From an optimization exercise on the open Yosys and OpenROAD flow, aimed at small area and a short achievable clock period; shortcuts taken in it are not production practice. At most, simulation tests tie the RTL to the original design; equivalence was not proved. The clock port is modelled as an ideal driver; clocking choices that lean on that would not hold on a real chip. No activity file was given, so power comes from the tool's default toggle rates.

## rev 12
Design idStage, start of the top module:
module idStage (
    input  logic                            clk,
    input  logic                            rst,
    input  mips_pkg::instrUnion             inst,
    input  logic [32-1:0]     pc,
    input  logic                            wbWriteEnable,
    input  logic [5-1:0] wbWriteAddr,
    input  logic [32-1:0]     wbWriteData,
    output logic [32-1:0]     rsValue,
    output logic [32-1:0]     rtValue,
    output logic [32-1:0]     extImm,
    output logic [32-1:0]     idData,
    output logic [32-1:0]     branchTarget,
    output logic                            branchTaken,
    output logic                            isBranch
);
Size in the first run: about 4600 cells after synthesis, roughly 990 flip-flops, ~270 I/O pins.
==> flow/config.mk <==
export PLATFORM = sky130hd
export DESIGN_NAME = idStage
export DESIGN_NICKNAME = idStage
export VERILOG_FILES = /design/flow/design.v
export SDC_FILE = /design/flow/constraint.sdc
export NUM_CORES = 4
export LEC_CHECK = 0
export CAP_MARGIN = 20
export CORE_MARGIN = 2
export CORE_UTILIZATION = 50
export PLACE_DENSITY = 0.85
export SETUP_SLACK_MARGIN = 3
export SLEW_MARGIN = 20
export SYNTH_HIERARCHICAL = 1
export TNS_END_PERCENT = 10
==> flow/constraint.sdc <==
create_clock -name core_clock -period 11.0 [get_ports {clk}]
set_input_delay 2.2000 -clock core_clock [delete_from_list [all_inputs] [get_ports {clk}]]
set_output_delay 2.2000 -clock core_clock [all_outputs]
set_load 0.01 [all_outputs]
standard.sh (not shown) runs the stock make flow with config.mk's settings and CLKGATE_MAP_FILE= SYNTH_SCRIPT=/design/flow/synth_recipe.tcl, a recipe that flattens the netlist after the stock synthesis.
==> flow/flow/run.sh <==
#!/bin/bash
# Layout flow: the standard ORFS flow (standard.sh, which also runs the
# standard synthesis), with two changes:
#  - the buffers that buffer_ports puts on every input and output port are
#    plain buf_2 cells instead of the delay cells it picks by default;
#  - clock tree synthesis clusters up to 20 sinks per leaf buffer and
#    inserts no dummy loads, for a smaller clock tree.
# make's full output goes to flow_make.log here; each ORFS step's log stays
# under orfs/logs/.
set -euo pipefail
bash standard.sh \
    "BUFFER_PORTS_ARGS=-buffer_cell sky130_fd_sc_hd__buf_2" \
    "CTS_ARGS=-sink_clustering_enable -repair_clock_nets -sink_clustering_size 20 -sink_clustering_max_diameter 100 -dont_use_dummy_load" \
    finish > flow_make.log 2>&1
Inputs modified between rev 12 and rev 13:
- changing CORE_UTILIZATION from 50 to 65
- changing PLACE_DENSITY from 0.85 to 0.8
## What came out
NOTE via count of the first global-routing pass rev 12->rev 13 increased by a few percent
Compared with rev 12, in rev 13 number of buffers added for setup after CTS saw an increase, sum of routed wire length over all layers saw an increase, sequential share of layout area saw a decrease.
Looking at total power across rev 13 and rev 12, the one that comes out higher is rev 13.
Measured against rev 12, the non-clock buffer count of rev 13 comes out at 1.06 times the reference value.
Buffer and inverter count on the worst path | rev 13 below rev 12
Area of all placed cells without fillers was lower in rev 12 than in rev 13.


== pine ==
idStage, a different RTL version from the one above (not shown whole).
Size in the first run: roughly 4,400 cells after synthesis, about 990 flip-flops, ~270 I/O pins, about 46,000 µm² of cells after synthesis.
==> flow/design.v (excerpt) <==
module idStage (
    input  logic                            clk,
    input  logic                            rst,
    input  mips_pkg::instrUnion             inst,
    input  logic [32-1:0]     pc,
    input  logic                            wbWriteEnable,
    input  logic [5-1:0] wbWriteAddr,
    input  logic [32-1:0]     wbWriteData,
    output logic [32-1:0]     rsValue,
    output logic [32-1:0]     rtValue,
    output logic [32-1:0]     extImm,
    output logic [32-1:0]     idData,
    output logic [32-1:0]     branchTarget,
    output logic                            branchTaken,
    output logic                            isBranch
);
    logic zeroB, signedExt, jumpReg, jumpImm, isLui, isSet, setImm, setSigned;
    logic cEq, cNe, cLtz, cGez, cLez, cGtz, cAlways;
    logic [32-1:0] rtRaw;      
    logic [32-1:0] immExt;
    logic data0Other, data0;
    logic [32-1:0] idDataOther;
    idController ctrl (
        .inst(inst), .zeroB(zeroB), .signedExt(signedExt), .isBranch(isBranch),
  ...
==> flow/config.mk <==
export PLATFORM = sky130hd
export DESIGN_NAME = idStage
export DESIGN_NICKNAME = idStage
export VERILOG_FILES = /design/flow/design.v
export SDC_FILE = /design/flow/constraint.sdc
export NUM_CORES = 4
export LEC_CHECK = 0
export CAP_MARGIN = 20
export CORE_MARGIN = 2
export CORE_UTILIZATION = 50
export CTS_BUF_LIST = sky130_fd_sc_hd__clkbuf_4 sky130_fd_sc_hd__clkbuf_8
export SETUP_SLACK_MARGIN = 0.2
export SLEW_MARGIN = 20
export SYNTH_HIERARCHICAL = 1
==> flow/constraint.sdc <==
create_clock -name core_clock -period 11.0 [get_ports {clk}]
set_input_delay 2.2000 -clock core_clock [delete_from_list [all_inputs] [get_ports {clk}]]
set_output_delay 2.2000 -clock core_clock [all_outputs]
set_load 0.01 [all_outputs]
run.sh (not shown) runs the stock make flow with config.mk's settings and CLKGATE_MAP_FILE= SYNTH_SCRIPT=/design/flow/synth_recipe.tcl, a recipe that flattens the netlist after the stock synthesis.
Stock flow here: none of the scripts above is used.
Relative to pine, the following input files were edited for birch:
diff --git a/flow/config.mk b/flow/config.mk
--- a/flow/config.mk
+++ b/flow/config.mk
@@ -10,5 +10,5 @@
 export CORE_UTILIZATION = 50
 export CTS_BUF_LIST = sky130_fd_sc_hd__clkbuf_4 sky130_fd_sc_hd__clkbuf_8
-export SETUP_SLACK_MARGIN = 0.2
+export SETUP_SLACK_MARGIN = 3
 export SLEW_MARGIN = 20
 export SYNTH_HIERARCHICAL = 1
Results
The number of antenna violations at the first check in global routing of birch is lower than that of pine.
Per the comparison of birch with pine, power share of the clock group -1.7 points; pin count of the biggest net entering global routing -16%.
birch vs. pine: number of signal-net buffers in the layout now sits higher, final worst setup slack now larger, average wire per cell in the routed design shows no meaningful change.
Function was not checked in any run of this note: the RTL went through the layout flow alone.


build 27:
RTL: one of the versions met above, not the one the previous note started from.
Size in the first run: about 990 flip-flops, about 270 I/O pins, about 0.047 mm^2 of cells after synthesis.
clock: 11.0 ns
lec_check: 0
cap_margin: 20
core_margin: 2
core_utilization: 50
setup_slack_margin: 3
slew_margin: 20
synth_hierarchical: 1
tns_end_percent: 10
standard.sh (not shown) runs the stock make flow with config.mk's settings and CLKGATE_MAP_FILE= SYNTH_SCRIPT=/design/flow/synth_recipe.tcl, a recipe that flattens the netlist after the stock synthesis.
Scripts as last shown in full above: flow/flow/run.sh
Build 27 | stages: all done | timing, DRC, antenna: all pass
Modified inputs, build 80 compared to build 27
Settings: PLACE_DENSITY newly set to 0.92.
Notes after the runs:
Final antenna diode count in build 80 is 3 higher than in build 27
Per the comparison of build 80 with build 27, period utilization went down; clock buffer count in the final layout went down; layout cell share with drive strength beyond 1 went up; normalized max-slew margin went up; total number of nets in the final design went up.
Of build 80 and build 27, the run reporting the higher slack of the critical path was build 80.
Synthesized instance count: build 27 vs build 80 identical
Summary of build 80 over build 27: met1 demand-to-capacity share in global routing fell 10 points; via count rose 1952.
| post-route cell area | lower: build 27 |
Modified inputs, build 69 compared to build 80
Settings: PLACE_DENSITY removed (was 0.92); CORE_UTILIZATION changed from 50 to 55.
diff --git a/flow/flow/run.sh b/flow/flow/run.sh
--- a/flow/flow/run.sh
+++ b/flow/flow/run.sh
@@ -5 +5 @@
-#    plain buf_2 cells instead of the delay cells it picks by default;
+#    plain buf_1 cells instead of the delay cells it picks by default;
@@ -12 +12 @@
-    "BUFFER_PORTS_ARGS=-buffer_cell sky130_fd_sc_hd__buf_2" \
+    "BUFFER_PORTS_ARGS=-buffer_cell sky130_fd_sc_hd__buf_1" \
- Startpoint of the most critical setup path: inst[16] -> build 69, wbWriteAddr[0] -> build 80
- The detailed-routed wire length on met3 was comparable across build 69 and build 80.
- Build 69 has number of clock buffers in the layout above what build 80 had.
- Between build 69 and build 80, the difference in worst hold slack is negligible.
- Total power: build 69 higher than build 80
### build 69 -> build 82
Settings: CORE_UTILIZATION changed from 55 to 50; SETUP_SLACK_MARGIN changed from 3 to 2.6.
diff --git a/flow/flow/run.sh b/flow/flow/run.sh
--- a/flow/flow/run.sh
+++ b/flow/flow/run.sh
@@ -5 +5 @@
-#    plain buf_1 cells instead of the delay cells it picks by default;
+#    plain buf_2 cells instead of the delay cells it picks by default;
@@ -12 +12 @@
-    "BUFFER_PORTS_ARGS=-buffer_cell sky130_fd_sc_hd__buf_1" \
+    "BUFFER_PORTS_ARGS=-buffer_cell sky130_fd_sc_hd__buf_2" \
--- outcome ---
Build 82 vs build 69, final period demand of the worst path went down by 0.0098 ns.
Final worst-path cycle share: build 82 vs build 69 — no meaningful difference
met1 global-route usage, build 69 and build 82, higher one = build 69.
Number of cells after detailed placement: build 82 vs build 69 up 110
Flip-flop and latch count after synthesis: build 82 vs build 69, no meaningful difference
Build 82 against build 69: number of violations reported at the end of detailed-routing iteration 0 up about 2.3%; clock group share of total power went up.
When the final numbers for build 69 and build 82 were put side by side, the overall die area turned out to be greater in build 82.
The final cell count reported for build 82 is greater than that of build 69 by about 1.7%.
Changes observed in build 82 relative to build 69: cell area after layout +about 0.37%; final core utilization -5.6 points.


onyx:
idStage, a different RTL version from the one above (not shown whole).
For scale: ~4500 cells after synthesis, about 990 flip-flops, ~270 I/O pins.
// idStage
module idStage (
    input  logic                            clk,
    input  logic                            rst,
    input  mips_pkg::instrUnion             inst,
    input  logic [32-1:0]     pc,
    input  logic                            wbWriteEnable,
    input  logic [5-1:0] wbWriteAddr,
    input  logic [32-1:0]     wbWriteData,
    output logic [32-1:0]     rsValue,
    output logic [32-1:0]     rtValue,
    output logic [32-1:0]     extImm,
    output logic [32-1:0]     idData,
    output logic [32-1:0]     branchTarget,
    output logic                            branchTaken,
    output logic                            isBranch
);
    logic zeroB, signedExt, jumpReg, jumpImm, isLui, isSet, setImm, setSigned;
    logic cEq, cNe, cLtz, cGez, cLez, cGtz, cAlways;
    logic [32-1:0] rtRaw;      
    logic [32-1:0] immExt;
    logic data0Other, data0;
    logic [32-1:0] idDataOther;
    idController ctrl (
        .inst(inst), .zeroB(zeroB), .signedExt(signedExt), .isBranch(isBranch),
        .jumpReg(jumpReg), .jumpImm(jumpImm), .isLui(isLui), .isSet(isSet),
        .setImm(setImm), .setSigned(setSigned),
        .cEq(cEq), .cNe(cNe), .cLtz(cLtz), .cGez(cGez), .cLez(cLez), .cGtz(cGtz),
        .cAlways(cAlways)
    );
    regFile grf (
        .clk(clk), .rst(rst),
        .readAddrA(inst.rView.rs), .readAddrB(inst.rView.rt),
        .readDataA(rsValue), .readDataB(rtRaw),
        .writeEnable(wbWriteEnable), .writeAddr(wbWriteAddr), .writeData(wbWriteData)
    );
    assign rtValue = zeroB ? '0 : rtRaw;
    idComparer comparer (
        .a(rsValue), .b(rtRaw), .imm(immExt), .signedCmp(setSigned), .setImm(setImm),
        .isSet(isSet), .data0Other(data0Other),
        .cEq(cEq), .cNe(cNe), .cLtz(cLtz), .cGez(cGez), .cLez(cLez), .cGtz(cGtz),
  ...
==> flow/config.mk <==
export PLATFORM = sky130hd
export DESIGN_NAME = idStage
export DESIGN_NICKNAME = idStage
export VERILOG_FILES = /design/flow/design.v
export SDC_FILE = /design/flow/constraint.sdc
export NUM_CORES = 4
export LEC_CHECK = 0
export CAP_MARGIN = 20
export CORE_MARGIN = 2
export CORE_UTILIZATION = 50
export PLACE_DENSITY = 0.85
export SETUP_SLACK_MARGIN = 3
export SLEW_MARGIN = 20
export SYNTH_HIERARCHICAL = 1
export TNS_END_PERCENT = 10
==> flow/constraint.sdc <==
create_clock -name core_clock -period 11.0 [get_ports {clk}]
set_input_delay 2.2000 -clock core_clock [delete_from_list [all_inputs] [get_ports {clk}]]
set_output_delay 2.2000 -clock core_clock [all_outputs]
set_load 0.01 [all_outputs]
==> flow/flow/run.sh <==
#!/bin/bash
# Layout flow: the standard ORFS flow (standard.sh, which also runs the
# standard synthesis), with two changes:
#  - the buffers that buffer_ports puts on every input and output port are
#    plain buf_2 cells instead of the delay cells it picks by default;
#  - clock tree synthesis clusters up to 20 sinks per leaf buffer and
#    inserts no dummy loads, for a smaller clock tree.
# make's full output goes to flow_make.log here; each ORFS step's log stays
# under orfs/logs/.
set -euo pipefail
bash standard.sh \
    "BUFFER_PORTS_ARGS=-buffer_cell sky130_fd_sc_hd__buf_2" \
    "CTS_ARGS=-sink_clustering_enable -repair_clock_nets -sink_clustering_size 20 -sink_clustering_max_diameter 100 -dont_use_dummy_load" \
    finish > flow_make.log 2>&1
For yarrow, these inputs were changed with respect to onyx:
==> flow/flow/run.sh <==
#!/bin/bash
# Layout flow: the standard ORFS flow (standard.sh, which also runs the
# standard synthesis), with these changes:
#  - the buffers that buffer_ports puts on every input and output port are
#    plain buf_2 cells instead of the delay cells it picks by default;
#  - clock tree synthesis clusters up to 20 sinks per leaf buffer and
#    inserts no dummy loads, for a smaller clock tree;
#  - after CTS, one more setup repair that may resize cells to any footprint
#    (flow/post_cts.tcl).
# make's full output goes to flow_make.log here; each ORFS step's log stays
# under orfs/logs/.
set -euo pipefail
bash standard.sh \
    "BUFFER_PORTS_ARGS=-buffer_cell sky130_fd_sc_hd__buf_2" \
    "CTS_ARGS=-sink_clustering_enable -repair_clock_nets -sink_clustering_size 20 -sink_clustering_max_diameter 100 -dont_use_dummy_load" \
    "POST_CTS_TCL=$(pwd)/flow/post_cts.tcl" \
    finish > flow_make.log 2>&1
==> flow/flow/post_cts.tcl (new file) <==
# Hook run by ORFS at the end of the CTS step (POST_CTS_TCL), before it
# writes 4_1_cts.odb: one more setup repair, this time free to resize cells
# to any footprint (the step's own repair keeps footprints), then legalize.
log_cmd estimate_parasitics -placement
log_cmd repair_timing -setup -setup_margin $::env(SETUP_SLACK_MARGIN) -repair_tns 100 -verbose
log_cmd detailed_placement
check_placement -verbose
report_worst_slack -max
## What came out
- yarrow was carried through to the last stage, and its layout satisfied the timing, DRC and antenna checks.
- onyx: PASS, flow complete, no timing, DRC or antenna violations
- onyx → yarrow: relative area of non-clock buffer cells in the final design rose 0.40 points; maximum frequency went down by 0.99%; sequential share of cell area fell 0.18 points; final critical-path required period increased 85 ps.
- Compared with onyx, yarrow shows a higher signed area change from the synthesized netlist to the final layout.
- Summary: global-route wire length before repair, yarrow worse than onyx
- Between onyx and yarrow, wire length is higher for yarrow, onyx comes in under that.
- Relative to onyx, the final area measured on yarrow has increased slightly.
- Looking at onyx and yarrow, the non-filler instance count after layout is a wash.
- | setup slack after layout | lower: yarrow |
No run of this note included a check of the RTL's function; only the layout flow was run.

[re-timing with driven ports]
No port has a modelled driver above. Below, the same layouts with a new extraction and two added sets of constraints.
Step 1 assumes that a clkbuf_16 drives the clock port and a buf_2 every other input.
Step 2 also shifts input and output timing later by t, the mid clock arrival at the registers, as if the neighbouring blocks saw the same clock.
Three values: no drivers, after step 1, after step 2; two values: the first two.
| run | t, ns | setup WS [ns] | worst data-port slew with drivers (ns) |
|---|---|---|---|
| rev 12 | 0.704 | 2.558 / 2.483 / 2.483 | 0.12 |
| rev 13 | 0.736 | 2.303 / 2.247 / 2.247 | 0.15 |
| pine | 0.932 | 0.549 / 0.458 / 0.458 | 0.13 |
| birch | 0.936 | 1.851 / 1.771 / 1.771 | 0.19 |
| build 27 | 0.750 | 2.484 / 2.441 / 2.441 | 0.11 |
| build 80 | 0.714 | 2.572 / 2.469 / 2.469 | 0.15 |
| build 69 | 0.739 | 2.494 / 2.417 / 2.417 | 0.12 |
| build 82 | 0.748 | 2.503 / 2.427 / 2.427 | 0.12 |
| onyx | 0.715 | 2.490 / 2.411 / 2.411 | 0.16 |
| yarrow | 0.721 | 2.405 / 2.364 / 2.364 | 0.14 |
After both steps every run listed still meets setup and hold. For build 80, which loses most, drivers alone change the setup slack by -0.103 ns; drivers and shift together by -0.103 ns.
